This is an optimization exercise on Yosys and OpenROAD, whose aim is small area and a short achievable clock period, not a production implementation.
Function was not checked in any run shown here: the RTL went through the layout flow alone.
Power figures rest on the tool's default switching activity, not on a simulated workload.

### flow/run.sh
#!/bin/bash
# synth_recipe.tcl (not shown) runs the flow's synth.tcl, then flattens the netlist and writes it again
# the make line also repeats each setting of config.mk as NAME=value (left out here)
make -C /OpenROAD-flow-scripts/flow DESIGN_CONFIG=/design/flow/config.mk WORK_HOME=/design/flow/orfs CLKGATE_MAP_FILE= SYNTH_SCRIPT=/design/flow/synth_recipe.tcl finish
### flow/config.mk
export PLATFORM = sky130hd
export DESIGN_NAME = denise_top
export DESIGN_NICKNAME = denise_top
export VERILOG_FILES = /design/flow/design.v
export SDC_FILE = /design/flow/constraint.sdc
export NUM_CORES = 4
export LEC_CHECK = 0
export CAP_MARGIN = 20
export CORE_MARGIN = 2
export CORE_UTILIZATION = 40
export SETUP_SLACK_MARGIN = 3.5
export SLEW_MARGIN = 20
### flow/constraint.sdc
create_clock -name core_clock -period 7.0 [get_ports {clk}]
set_input_delay 1.4000 -clock core_clock [delete_from_list [all_inputs] [get_ports {clk}]]
set_output_delay 1.4000 -clock core_clock [all_outputs]
set_load 0.01 [all_outputs]
### flow/design.v
`default_nettype none
package denise_pkg;
  localparam int ADDR_W      = 9;
  localparam int DATA_W      = 16;
  localparam int RGB_W       = 12;
  localparam int COMP_W      = 4;
  localparam int NUM_PLANES  = 6;
  localparam int PLANE_SEL_W = 3;
  localparam int CLUT_DEPTH  = 32;
  localparam int CLUT_IDX_W  = 5;
  localparam int PIX_IDX_W   = 6;
  localparam int LINE_PIXELS = 16;
  localparam int PIX_CNT_W   = 4;
  localparam logic [ADDR_W-1:0] BPLCON0_ADDR = 9'h100;
  localparam logic [ADDR_W-1:0] BPLCON2_ADDR = 9'h104;
  localparam logic [ADDR_W-1:0] BPLDAT_BASE  = 9'h110;
  localparam logic [ADDR_W-1:0] COLOR_BASE   = 9'h180;
  localparam int BPU_W      = 3;
  localparam int BPU_LSB    = 12;
  localparam int DBLPF_BIT  = 10;
  localparam int PF2PRI_BIT = 6;
  typedef enum logic [2:0] {
    OP_NONE    = 3'd0,
    OP_BPLCON0 = 3'd1,
    OP_BPLCON2 = 3'd2,
    OP_BPLDAT  = 3'd3,
    OP_COLOR   = 3'd4,
    OP_BAD     = 3'd5
  } reg_op_e;
  typedef struct packed {
    logic [BPU_W-1:0] bpu;
    logic             dblpf;
    logic             pf2pri;
  } bplcon_t;
endpackage
`default_nettype wire
`timescale 1ns/10ps
`default_nettype none
module denise_top (
  input  wire         clk,
  input  wire         rst_n,
  input  wire  [8:0]  paddr,
  input  wire         psel,
  input  wire         penable,
  input  wire         pwrite,
  input  wire  [15:0] pwdata,
  output logic [15:0] prdata,
  output logic        pready,
  output logic        pslverr,
  output logic [11:0] rgb,
  output logic        pix_valid
);
  logic        is_con0, is_con2, is_bpl, is_col;
  logic [2:0]  bsel;
  logic [4:0]  csel;
  logic        wr;
  logic [31:0] cdec;
  assign is_con0 = paddr == 9'h100;
  assign is_con2 = paddr == 9'h104;
  assign bsel    = paddr[3:1];
  assign csel    = paddr[5:1];
  assign is_bpl  = paddr[8:4] == 5'h11 && !paddr[0] && bsel < 3'd6;
  assign is_col  = paddr[8:6] == 3'b110 && !paddr[0];
  assign wr      = psel && penable && pwrite;
  always_comb begin
    for (int i = 0; i < 32; i++) cdec[i] = csel == 5'(i);
  end
  logic [2:0] bpu_q;
  logic       dblpf_q;
  logic       pf2pri_q;
  always_ff @(posedge clk) begin
    if (!rst_n) begin
      bpu_q    <= '0;
      dblpf_q  <= 1'b0;
      pf2pri_q <= 1'b0;
    end else begin
      if (wr && is_con0) begin
        bpu_q   <= pwdata[14:12];
        dblpf_q <= pwdata[10];
      end
      if (wr && is_con2) pf2pri_q <= pwdata[6];
    end
  end
  logic [11:0] clut [32];
  always_ff @(posedge clk) begin
    for (int i = 0; i < 32; i++) begin
      if (wr && is_col && cdec[i]) clut[i] <= pwdata[11:0];
    end
  end
  logic [11:0] rd_col;
  logic [14:0] rd_word;
  logic [14:0] prdata_q;
  logic        pslverr_q;
  logic        pready_q;
  always_comb begin
    rd_col = '0;
    for (int i = 0; i < 32; i++) rd_col = rd_col | (clut[i] & {12{cdec[i]}});
    rd_word = '0;
    if (is_col) rd_word[11:0] = rd_col;
    if (is_con0) begin
      rd_word[14:12] = bpu_q;
      rd_word[10]    = dblpf_q;
    end
    if (is_con2) rd_word[6] = pf2pri_q;
  end
  always_ff @(posedge clk) begin
    pready_q  <= psel;
    pslverr_q <= !(is_con0 || is_con2 || is_col || (is_bpl && pwrite));
    prdata_q  <= rd_word;
  end
  assign pready  = pready_q;
  assign pslverr = pslverr_q;
  assign prdata  = {1'b0, prdata_q};
  logic [15:0] bpl_dat [1:5];
  logic [15:0] shift_q [6];
  logic [15:0] src     [6];
  logic        load;
  logic [3:0]  cnt_q;
  logic        active_q;
  assign load = wr && is_bpl && bsel == 3'd0;
  always_ff @(posedge clk) begin
    for (int p = 1; p < 6; p++) begin
      if (wr && is_bpl && bsel == 3'(p)) bpl_dat[p] <= pwdata;
    end
  end
  always_comb begin
    src[0] = pwdata;
    for (int p = 1; p < 6; p++) src[p] = bpl_dat[p];
  end
  always_ff @(posedge clk) begin
    for (int p = 0; p < 6; p++) begin
      if (load) shift_q[p] <= src[p] & {16{3'(p) < bpu_q}};
      else      shift_q[p] <= {shift_q[p][14:0], 1'b0};
    end
  end
  always_ff @(posedge clk) begin
    if (!rst_n) begin
      active_q <= 1'b0;
      cnt_q    <= '0;
    end else if (load) begin
      active_q <= 1'b1;
      cnt_q    <= '0;
    end else if (active_q) begin
      cnt_q <= cnt_q + 1'b1;
      if (cnt_q == 4'd15) active_q <= 1'b0;
    end
  end
  logic [5:0]  b;
  logic [2:0]  pf1, pf2;
  logic [4:0]  idx;
  logic        ehb;
  logic [11:0] look;
  logic [11:0] pix;
  logic [11:0] rgb_q;
  logic        pv_q;
  always_comb begin
    for (int p = 0; p < 6; p++) b[p] = shift_q[p][15];
    pf1 = {b[4], b[2], b[0]};
    pf2 = {b[5], b[3], b[1]};
    ehb = 1'b0;
    if (!dblpf_q) begin
      idx = b[4:0];
      ehb = b[5] && bpu_q == 3'd6;
    end else if (pf2 != 3'd0 && (pf1 == 3'd0 || pf2pri_q)) begin
      idx = {2'b01, pf2};
    end else begin
      idx = {2'b00, pf1};
    end
    look = '0;
    for (int i = 0; i < 32; i++) look = look | (clut[i] & {12{idx == 5'(i)}});
    if (ehb) pix = {1'b0, look[11:9], 1'b0, look[7:5], 1'b0, look[3:1]};
    else     pix = look;
  end
  always_ff @(posedge clk) begin
    if (!rst_n || !active_q) begin
      rgb_q <= '0;
    end else begin
      rgb_q <= pix;
    end
    pv_q <= rst_n && active_q;
  end
  assign rgb       = rgb_q;
  assign pix_valid = pv_q;
endmodule
`default_nettype wire
==> results of run 1 <==
## where the power goes
group	switching (W)	internal (W)	total (W)	leakage [nW]
clock	0.00154	0.00206	0.00360	1.10
sequential	0.00000173	0.00383	0.00383	5.27
combinational	0.000149	0.0000597	0.000208	3.80
total	0.00169	0.00595	0.00764	10.2
## area by class of cell
class / count / area share (%)
timing repair buffer: 217 / 6.35
clock inverter: 33 / 1.47
clock buffer: 89 / 6.14
inverter: 6 / 0.0760
antenna: 1 / 0.00844
sequential: 600 / 56.2
multi-input combinational: 1154 / 26.4
tap: 782 / 3.30
## cell usage after synthesis (all sizes together), types with 3 or more instances
library cell | number | area share [%]
edfxtp | 464 | 57
nand2 | 248 | 3.8
nand3 | 151 | 3.1
dfxtp | 136 | 11
a22oi | 115 | 3.5
clkbuf | 108 | 1.7
a221oi | 82 | 2.9
a22o | 78 | 2.8
nor2 | 78 | 1.2
nor3 | 58 | 1.2
a21oi | 37 | 0.76
nand4 | 31 | 0.80
buf | 30 | 0.73
o21ai | 30 | 0.66
and3 | 27 | 0.69
mux2i | 25 | 1.0
a211oi | 15 | 0.46
and2 | 15 | 0.38
o2bb2ai | 14 | 0.50
a2111oi | 13 | 0.52
mux2 | 13 | 0.60
a31oi | 11 | 0.37
a32oi | 11 | 0.40
and4 | 9 | 0.32
a222oi | 8 | 0.33
a21boi | 7 | 0.22
nor4 | 7 | 0.18
inv | 6 | 0.092
a21o | 5 | 0.15
a31o | 5 | 0.18
nand2b | 5 | 0.13
a32o | 4 | 0.16
nor2b | 4 | 0.10
or2 | 4 | 0.10
a2bb2oi | 3 | 0.13
nand3b | 3 | 0.092
o22ai | 3 | 0.077
or3 | 3 | 0.077
or4 | 3 | 0.092
## worst max-delay path: cells and delay by family
family,cells,cell delay (ns)
buffers and inverters,4,1.25
and+or+nand+nor,3,1.25
## stage by stage
step / area, sq um / utilization, % / hold slack (ns) / std cells / setup WS, ns
floorplan: 24400 / - / 0.392 / 1896 / 3.39
global placement: 26500 / 44.0 / 0.395 / 2712 / 2.38
detailed placement: 26600 / 44.0 / 0.398 / 2712 / 2.27
CTS: 29300 / 48.6 / 0.414 / 2860 / 3.43
global route: 29600 / 49.1 / 0.425 / 2881 / 3.35
finish: 29700 / 49.1 / 0.407 / 2882 / 3.35
## worst max path at each step
stage	from	endpoint	slack, ns
3_3_place_gp	paddr[0]	clut[19][11]$_DFFE_PP_	2.38
2_1_floorplan	paddr[7]	bpl_dat[3][0]$_DFFE_PP_	3.39
5_1_grt	paddr[0]	clut[30][5]$_DFFE_PP_	3.35
4_1_cts	paddr[0]	clut[31][2]$_DFFE_PP_	3.43
6_report	paddr[0]	clut[30][4]$_DFFE_PP_	3.35
3_5_place_dp	paddr[5]	cnt_q[1]$_SDFFE_PP0P_	2.27
## flip-flops by register name (all words and copies together), names as in the netlist, 3 cells and up
| signal | cells |
|---|---|
| bpu_q | 3 |
| shift_q | 96 |
| rgb_q | 12 |
| prdata_q | 15 |
| bpl_dat | 80 |
| cnt_q | 4 |
| clut | 384 |
## timing repair
action,CTS,global route
endpoints found under the hold margin,0,0
gates resized for setup,66,32
cloned,1,1
pin swaps,10,9
endpoints found under the setup margin,342,186
buffers inserted,25,20
## logic make-up after synthesis
kind of cell	count (synthesis)	synth area share, %
AO/OA/AOI/OAI	454	14.7
XOR/XNOR	3	0.108
adder cells (fa/ha/maj)	1	0.0513
buffers and inverters	144	2.49
flip-flops	600	68.3
multiplexers	38	1.63
other	1	0.0154
AND/OR/NAND/NOR	655	12.7
## cells in the final DEF (no fill, tap or decap), drive strengths merged, types with 10 or more instances in the layout
master	count
a221oi	82
nand3	151
mux2	13
and3	27
nand2	248
a22o	78
o21ai	30
nor2	78
and2	15
mux2i	25
a211oi	15
edfxtp	464
a31oi	11
inv	10
a32oi	11
clkbuf	89
dfxtp	136
clkdlybuf4s50	59
nor3	58
buf	158
nand4	31
o2bb2ai	14
a21oi	37
clkinv	22
a22oi	115
a2111oi	13
## metal layers
| layer | up-vias | GRT usage (%) | part of all wire [%] |
|---|---|---|---|
| met5 | - | 0.695 | 0.065 |
| met2 | 1765 | 48.2 | 42 |
| li1 | 7779 | - | - |
| met3 | 435 | 12.1 | 15 |
| met4 | 4 | 19.2 | 7.0 |
| met1 | 9754 | 43.1 | 36 |
==> qor.csv, run 1 <==
stage,metric,value,unit
worst_setup_path,Reg-to-Reg Start,shift_q[0][15]$_DFF_P_,
clock_network,Clock Root Buffer,clkbuf_16,
sta,worst slew pin tran,1.06,ns
detailed_routing,Via density,6.85,
sta,Fin Setup TNS,0,ns
detailed_routing,WL/cell,37.0,um
detailed_routing,first-pass iteration count of the detailed router,7,
worst_setup_path,WP data required,7.30,ns
job,Max Cap Violations,0,
worst_setup_path,delay of the slowest cell on the worst path,0.70,ns
sta,fmax,0.274,GHz
detailed_routing,DR vias,19700,
final_layout,area occupied by multi-input gates,7840,sq um
synth,"Avg Cell Area, Syn",12.9,sq um
sta,minimum clock period,3.65,ns
synth,Mapped Cells,1896,
hold_path,hold depth,2,
die,Core Region,60400,sq um
sta,skew final,0.0252,ns
global_route,largest net degree at the start of global routing,97,
global_route,number of global-route vias before repair,18600,
die,Die Span Y,251,um
clock_network,Clock H-tree levels,3,
synth,Post-synth EDFFs,464,
worst_setup_path,crit-path cells,"clkdlybuf4s50_1, nand4bb_1, buf_4, inv_1, nand2_4, nor3_2, buf_4",
worst_setup_path,CP max FO,32,
synth,YS warnings,5,
clock_network,Worst-Skew Late Latency,0.63,ns
worst_setup_path,Critical Path AT,3.95,ns
clock_network,Clock transition at path regs,0.06,ns
synth,Mapped Nets,1927,
worst_setup_path,Most common cell on crit path,buf_4,
synth,Synth Register Bits,600,
placed_design,gp weighted congestion,1.03,
synth,ys flop type,edfxtp_1,
detailed_routing,Routed WL,107,mm
worst_setup_path,reg2reg setup slack,3.50,ns
final_layout,# fillers,5214,
pwr,Pwr Density,258,nW/um^2
clock_network,CTS tree,done,
global_route,grt ovf,0,
detailed_routing,initial DRC count,3612,
hold_path,hold path endpoint,shift_q[5][12]$_DFF_P_,
synth,Netlist cell types,79,
synth,"Seq/Total Area, Yosys",68.3,%
global_route,GR Util All Layers,33.3,%
die,Top-Level Pins,61,
status,status,timing/DRC/antenna clean,
pwr,Static Leak,10.2,nW
worst_setup_path,crit path capture type,flop,
synth,post-synthesis cell area,24400,sq um
worst_setup_path,r2r endpoint,rgb_q[4]$_SDFF_PN0_,
hold_path,worst min path class,reg2reg,
detailed_routing,drt drc,0,
clock_network,CTS Hold Buffers Added,0,
synth,Async SR Flop Fraction,0,%
placed_design,IO Port Bufs,59,
final_layout,Synth-to-Final Area Change,21.6,%
die,die footprint,63000,sq um
clock_network,Num Clock Sinks,600,
global_route,global-route wire length before repair,146,mm
worst_setup_path,Worst path slowest cell,nor3_2,
clock_network,Num CTS Buffers,66,
final_layout,# nets final,2076,
pwr,Final Power,0.00764,W
die,Initial Utilization,40.4,%
clock_network,CTS max path bufs,3,
final_layout,layout cell share with drive strength beyond 1,19.2,%
final_layout,Register Area,16700,sq um
worst_setup_path,critical path class,in2reg,
die,overall die width,251,um
global_route,initial antenna violation count,4,
pwr,worst ir drop on vdd,0.154,mV
placed_design,HPWL after detailed placement,68.0,mm
hold_path,Hold Crit Start,shift_q[5][11]$_DFF_P_,
sta,Slew HR,28.8,%
sta,fin. max-slew vios,0,
worst_setup_path,CP startpoint kind,primary input,
worst_setup_path,Reg2Reg Depth,10,
sta,Final Setup Violations,0,
die,Row Count,90,
detailed_routing,remaining antenna violation count,0,
sta,Final Hold Fails,0,
sta,final period utilization,52.1,%
sta,RSZ-0062 raised after global routing,true,
==> run 2: changes to the inputs <==
--- a/flow/design.v
+++ b/flow/design.v
@@ -54,5 +54,5 @@
   logic [2:0]  bsel;
   logic [4:0]  csel;
-  logic        wr;
+  logic        wsetup;
   logic [31:0] cdec;
   assign is_con0 = paddr == 9'h100;
@@ -62,7 +62,19 @@
   assign is_bpl  = paddr[8:4] == 5'h11 && !paddr[0] && bsel < 3'd6;
   assign is_col  = paddr[8:6] == 3'b110 && !paddr[0];
-  assign wr      = psel && penable && pwrite;
+  assign wsetup  = psel && !penable && pwrite;
   always_comb begin
     for (int i = 0; i < 32; i++) cdec[i] = csel == 5'(i);
+  end
+  logic [7:0] wcol_hi_q;
+  logic [3:0] wcol_lo_q;
+  logic [5:0] wbpl_q;
+  logic       wcon0_q;
+  logic       wcon2_q;
+  always_ff @(posedge clk) begin
+    for (int j = 0; j < 8; j++) wcol_hi_q[j] <= wsetup && is_col && paddr[5:3] == 3'(j);
+    for (int k = 0; k < 4; k++) wcol_lo_q[k] <= paddr[2:1] == 2'(k);
+    for (int p = 0; p < 6; p++) wbpl_q[p] <= wsetup && is_bpl && bsel == 3'(p);
+    wcon0_q <= wsetup && is_con0;
+    wcon2_q <= wsetup && is_con2;
   end
   logic [2:0] bpu_q;
@@ -75,16 +87,20 @@
       pf2pri_q <= 1'b0;
     end else begin
-      if (wr && is_con0) begin
+      if (wcon0_q) begin
         bpu_q   <= pwdata[14:12];
         dblpf_q <= pwdata[10];
       end
-      if (wr && is_con2) pf2pri_q <= pwdata[6];
-    end
-  end
-  logic [11:0] clut [32];
+      if (wcon2_q) pf2pri_q <= pwdata[6];
+    end
+  end
+  logic [11:0]  clut [32];
+  logic [383:0] clut_flat;
   always_ff @(posedge clk) begin
     for (int i = 0; i < 32; i++) begin
-      if (wr && is_col && cdec[i]) clut[i] <= pwdata[11:0];
-    end
+      if (wcol_hi_q[i/4] && wcol_lo_q[i%4]) clut[i] <= pwdata[11:0];
+    end
+  end
+  always_comb begin
+    for (int i = 0; i < 32; i++) clut_flat[i*12 +: 12] = clut[i];
   end
   logic [11:0] rd_col;
@@ -93,7 +109,6 @@
   logic        pslverr_q;
   logic        pready_q;
-  always_comb begin
-    rd_col = '0;
-    for (int i = 0; i < 32; i++) rd_col = rd_col | (clut[i] & {12{cdec[i]}});
+  denise_clut_rd rd_port (.tab(clut_flat), .sel(cdec), .q(rd_col));
+  always_comb begin
     rd_word = '0;
     if (is_col) rd_word[11:0] = rd_col;
@@ -118,8 +133,8 @@
   logic [3:0]  cnt_q;
   logic        active_q;
-  assign load = wr && is_bpl && bsel == 3'd0;
+  assign load = wbpl_q[0];
   always_ff @(posedge clk) begin
     for (int p = 1; p < 6; p++) begin
-      if (wr && is_bpl && bsel == 3'(p)) bpl_dat[p] <= pwdata;
+      if (wbpl_q[p]) bpl_dat[p] <= pwdata;
     end
   end
@@ -150,4 +165,5 @@
   logic [4:0]  idx;
   logic        ehb;
+  logic [31:0] pdec;
   logic [11:0] look;
   logic [11:0] pix;
@@ -167,6 +183,8 @@
       idx = {2'b00, pf1};
     end
-    look = '0;
-    for (int i = 0; i < 32; i++) look = look | (clut[i] & {12{idx == 5'(i)}});
+    for (int i = 0; i < 32; i++) pdec[i] = idx == 5'(i);
+  end
+  denise_clut_rd pix_port (.tab(clut_flat), .sel(pdec), .q(look));
+  always_comb begin
     if (ehb) pix = {1'b0, look[11:9], 1'b0, look[7:5], 1'b0, look[3:1]};
     else     pix = look;
@@ -183,3 +201,13 @@
   assign pix_valid = pv_q;
 endmodule
+module denise_clut_rd (
+  input  wire  [383:0] tab,
+  input  wire  [31:0]  sel,
+  output logic [11:0]  q
+);
+  always_comb begin
+    q = '0;
+    for (int i = 0; i < 32; i++) q = q | (tab[i*12 +: 12] & {12{sel[i]}});
+  end
+endmodule
 `default_nettype wire
--- a/flow/config.mk
+++ b/flow/config.mk
@@ -9,4 +9,5 @@
 export CORE_MARGIN = 2
 export CORE_UTILIZATION = 40
-export SETUP_SLACK_MARGIN = 3.5
+export SETUP_SLACK_MARGIN = 4.3
 export SLEW_MARGIN = 20
+export SYNTH_HIERARCHICAL = 1
==> run 2 against run 1 <==
Net effect: final area is 0.73% lower; register-to-register slack better by 0.46 ns; area after synthesis is 1.6% lower; critical endpoint is now rgb_q[8]$_SDFF_PN0_; highest routed layer unchanged.
==> qor.csv, run 2 <==
stage,metric,value,unit,change
clock_network,Clock H-tree levels,3,,unchanged
detailed_routing,Via density,6.11,,-11%
global_route,grt ovf,0,,unchanged
global_route,number of global-route vias before repair,15600,,-16%
job,Max Cap Violations,0,,unchanged
sta,Final Hold Fails,0,,unchanged
synth,"Avg Cell Area, Syn",13.7,sq um,+6.3%
detailed_routing,first-pass iteration count of the detailed router,7,,unchanged
final_layout,Regs by FF count,"clut: 384 flops, shift_q: 96 flops, bpl_dat: 80 flops",,
synth,ys flop type,edfxtp_1,,
synth,Netlist cell types,53,,-33%
synth,most instantiated cells after synthesis,"edfxtp_1 (464), a22oi_1 (382), dfxtp_1 (156), nand2_1 (102), nand4_1 (98)",,
sta,final period utilization,43.4,%,-8.8 points
global_route,global-route wire length before repair,112,mm,-23%
placed_design,IO Port Bufs,59,,unchanged
clock_network,Num CTS Buffers,67,,+1.5%
worst_setup_path,Critical Path AT,3.50,ns,-0.45 ns
synth,Synth Register Bits,620,,+3.3%
synth,Yosys top cell area share,58.1,%,+0.91 points
synth,"area leader, netlist",edfxtp_1,,
detailed_routing,remaining antenna violation count,0,,unchanged
final_layout,Synth-to-Final Area Change,22.6,%,
placed_design,DP Area,25100,sq um,-5.4%
sta,fin. max-slew vios,0,,unchanged
synth,YS warnings,12,,+7
sta,minimum clock period,3.04,ns,-0.614 ns
synth,"Seq/Total Area, Yosys",71.1,%,+2.8 points
synth,post-synthesis cell area,24000,sq um,-1.6%
worst_setup_path,crit-path cells,"buf_4, o21bai_4, a21oi_4, buf_4, o22ai_4, nor3_2, buf_4, a22oi_1, nand4_1, or4_4, mux2i_1, nor2_1",,
worst_setup_path,CP startpoint kind,flop,,
die,Initial Utilization,40.6,%,+0.19 points
synth,Mapped Cells,1755,,-7.4%
worst_setup_path,Worst path slowest cell,or4_4,,
clock_network,Clock Root Buffer,clkbuf_16,,
sta,Fin Setup TNS,0,ns,unchanged
pwr,worst ir drop on vdd,0.217,mV,+41%
pwr,Pwr Density,268,nW/um^2,+4.1%
die,overall die width,249,um,-0.78%
die,die footprint,62000,sq um,-1.5%
detailed_routing,WL/cell,29.0,um,-22%
worst_setup_path,CP Buf/Inv Count,3,,-1
worst_setup_path,Most common cell on crit path,buf_4,,
clock_network,CTS max path bufs,3,,unchanged
detailed_routing,Detail Route met2 WL,34.1,mm,-24%
final_layout,# fillers,4989,,-4.3%
synth,Async SR Flop Fraction,0,%,unchanged
final_layout,fin area,29400,sq um,-0.73%
final_layout,"commonest non-fill, non-tap cell in the layout",edfxtp_1,,
clock_network,Worst-Skew Late Latency,0.62,ns,about the same
sta,worst slew pin tran,1.11,ns,+0.0418 ns
placed_design,gp weighted congestion,0.921,,-10%
final_layout,most frequent cells in the layout,"edfxtp_1 (464), a22oi_1 (295), dfxtp_1 (137)",,
detailed_routing,drt drc,0,,unchanged
clock_network,Num Clock Sinks,620,,+3.3%
final_layout,layout cell share with drive strength beyond 1,23.4,%,+4.1 points
detailed_routing,Routed WL,79.0,mm,-26%
worst_setup_path,"delay-heaviest family, CP",simple AND/OR/NAND/NOR gates,,
sta,fmax,0.329,GHz,+20%
detailed_routing,WL met3,7.78,mm,-50%
detailed_routing,Max Used Layer,met5,,
final_layout,# nets final,1925,,-7.3%
pwr,Final Power,0.00789,W,+3.3%
global_route,GR Util All Layers,24.8,%,-8.5 points
synth,Post-synth EDFFs,464,,unchanged
pwr,Static Leak,9.32,nW,-8.3%
detailed_routing,initial DRC count,2114,,-41%
hold_path,worst min path class,reg2reg,,
sta,Final Setup Violations,0,,unchanged
worst_setup_path,CP max FO,6,,-81%
sta,Slew HR,26.3,%,-2.5 points
global_route,initial antenna violation count,4,,unchanged
die,Die Span Y,249,um,-0.78%
synth,top-count cell post-synth,edfxtp_1,,
status,status,timing/DRC/antenna clean,,
clock_network,Clock transition at path regs,0.06,ns,about the same
detailed_routing,DR vias,16600,,-16%
worst_setup_path,crit path capture type,flop,,
placed_design,HPWL after detailed placement,49.0,mm,-28%
synth,Area contributors post-synth,"edfxtp_1 (58%), dfxtp_1 (13%), a22oi_1 (12%)",,
detailed_routing,Post-Route M1 WL,33.6,mm,-14%
sta,RSZ-0062 raised after global routing,true,,
worst_setup_path,delay of the slowest cell on the worst path,0.57,ns,-0.13 ns
die,Row Count,89,,-1.1%
worst_setup_path,WP data required,7.46,ns,+0.16 ns
die,Core Region,59100,sq um,-2.0%
global_route,largest net degree at the start of global routing,55,,-43%
synth,Mapped Nets,1786,,-7.3%
clock_network,CTS Hold Buffers Added,0,,unchanged
sta,skew final,0.0316,ns,+0.00643 ns
final_layout,max reg flops,384,,unchanged
worst_setup_path,critical path class,reg2reg,,
clock_network,CTS tree,done,,
die,Top-Level Pins,61,,unchanged
final_layout,Reg with most FFs,clut,,
run 2: changes by cell type in the layout (fill, tap and decap cells not counted), sizes merged, moves of 62 or more:
cell	delta
a22oi	+269
nand3	-147
nand2	-146
inv	+92
a221oi	-82
a22o	-77
nand4	+67
o21ai	+62
run 2: logic make-up after synthesis:
kind of cell | Yosys count | share of synthesized area [%]
buffers and inverters | 198 | 4.09
other | 1 | 0.0156
and+or+nand+nor | 418 | 9.15
muxes | 15 | 0.626
AOI/OAI and AO/OA | 499 | 14.9
adders and majority gates | 1 | 0.0521
xor gates and xnor gates | 3 | 0.109
DFF | 620 | 71.1
run 2: timing repair:
action | in CTS | in global routing
setup endpoints to repair | 71 | 37
gates resized for setup | 239 | 99
gates cloned | 4 | 5
pin swaps | 58 | 60
buffers inserted | 47 | 37
run 2: final timing paths:
path / start / endpoint / slack [ns] / cells past startpoint
max: shift_q[2][15]$_DFF_P_ / rgb_q[8]$_SDFF_PN0_ / 3.96 / 12
min: shift_q[1][9]$_DFF_P_ / shift_q[1][10]$_DFF_P_ / 0.43 / 2
max reg2reg: shift_q[2][15]$_DFF_P_ / rgb_q[8]$_SDFF_PN0_ / 3.96 / 12
min reg2reg: shift_q[1][9]$_DFF_P_ / shift_q[1][10]$_DFF_P_ / 0.43 / 2
run 2: metal layers:
metal	track usage, %	vias up
li1	-	7120
met5	0	-
met2	35.9	977
met3	6.44	181
met4	10.1	2
met1	35.5	8365
run 2: modules after synthesis (local to each module, per instance):
module	cells inside	copies in the design	area, sq um	flops+latches
denise_top	1187	1	19900	620
denise_clut_rd	284	2	2050	0
run 2: cell type report:
class | instances | area, sq um | area share, %
Antenna cell | 1 | 2.50 | 0.00850
Clock buffer | 85 | 1830 | 6.23
Clock inverter | 38 | 500 | 1.70
Inverter | 97 | 364 | 1.24
Multi-Input combinational cell | 940 | 7040 | 23.9
Sequential cell | 620 | 17100 | 58.1
Tap cell | 773 | 967 | 3.29
Timing Repair Buffer | 168 | 1620 | 5.51
run 2: stage by stage:
step / setup WS [ns] / hold WS (ns) / std cells / utilization, %
6_report: 3.96 / 0.428 / 2722 / 49.8
3_3_place_gp: 2.47 / 0.414 / 2504 / 42.5
3_5_place_dp: 2.46 / 0.421 / 2505 / 42.5
4_1_cts: 4.05 / 0.429 / 2679 / 48.4
5_1_grt: 3.90 / 0.446 / 2722 / 49.8
2_1_floorplan: 3.95 / 0.407 / 1755 / -
run 2: worst reg2reg max path: cells and delay by family (launching register included):
kind                   cells  cell delay, ns
AND/OR/NAND/NOR            4            1.08
AO/OA/AOI/OAI              4            0.80
buffers and inverters      3            0.47
flip-flops                 1            0.36
multiplexers               1            0.16
run 2: where the power goes:
group / internal, W / total (W) / switching [W]
clock network: 0.00222 / 0.00373 / 0.00151
logic: 0.0000650 / 0.000214 / 0.000149
registers: 0.00395 / 0.00395 / 0.00000634

## static timing again, ports no longer ideal
Ports are ideal in the flow. The routed layouts listed here were re-timed in OpenROAD. Step 1 (the two cells are an assumption about what drives the block):
set clk [get_ports {clk}]
set_driving_cell -lib_cell sky130_fd_sc_hd__clkbuf_16 $clk
set_driving_cell -lib_cell sky130_fd_sc_hd__buf_2 [delete_from_list [all_inputs] $clk]
Step 2 times the ports against the registers' clock, not the clock port: input delays grow and output delays shrink by t, the midpoint of the rising clock arrivals with the driver on. Three values: no drivers, after step 1, after step 2; two values: the first two.
run	t, ns	setup WS [ns]	worst slew at a driven data input, ns	pins driven straight from the clock port
run 1	0.682	3.350 / 3.390 / 2.708	0.08	1
run 2	0.669	3.964 / 3.964 / 3.436	0.17	1
After both steps setup and hold are still met in every run listed. The setup slack of run 1, which loses most, moves by +0.040 ns with the drivers and by -0.642 ns with both steps.
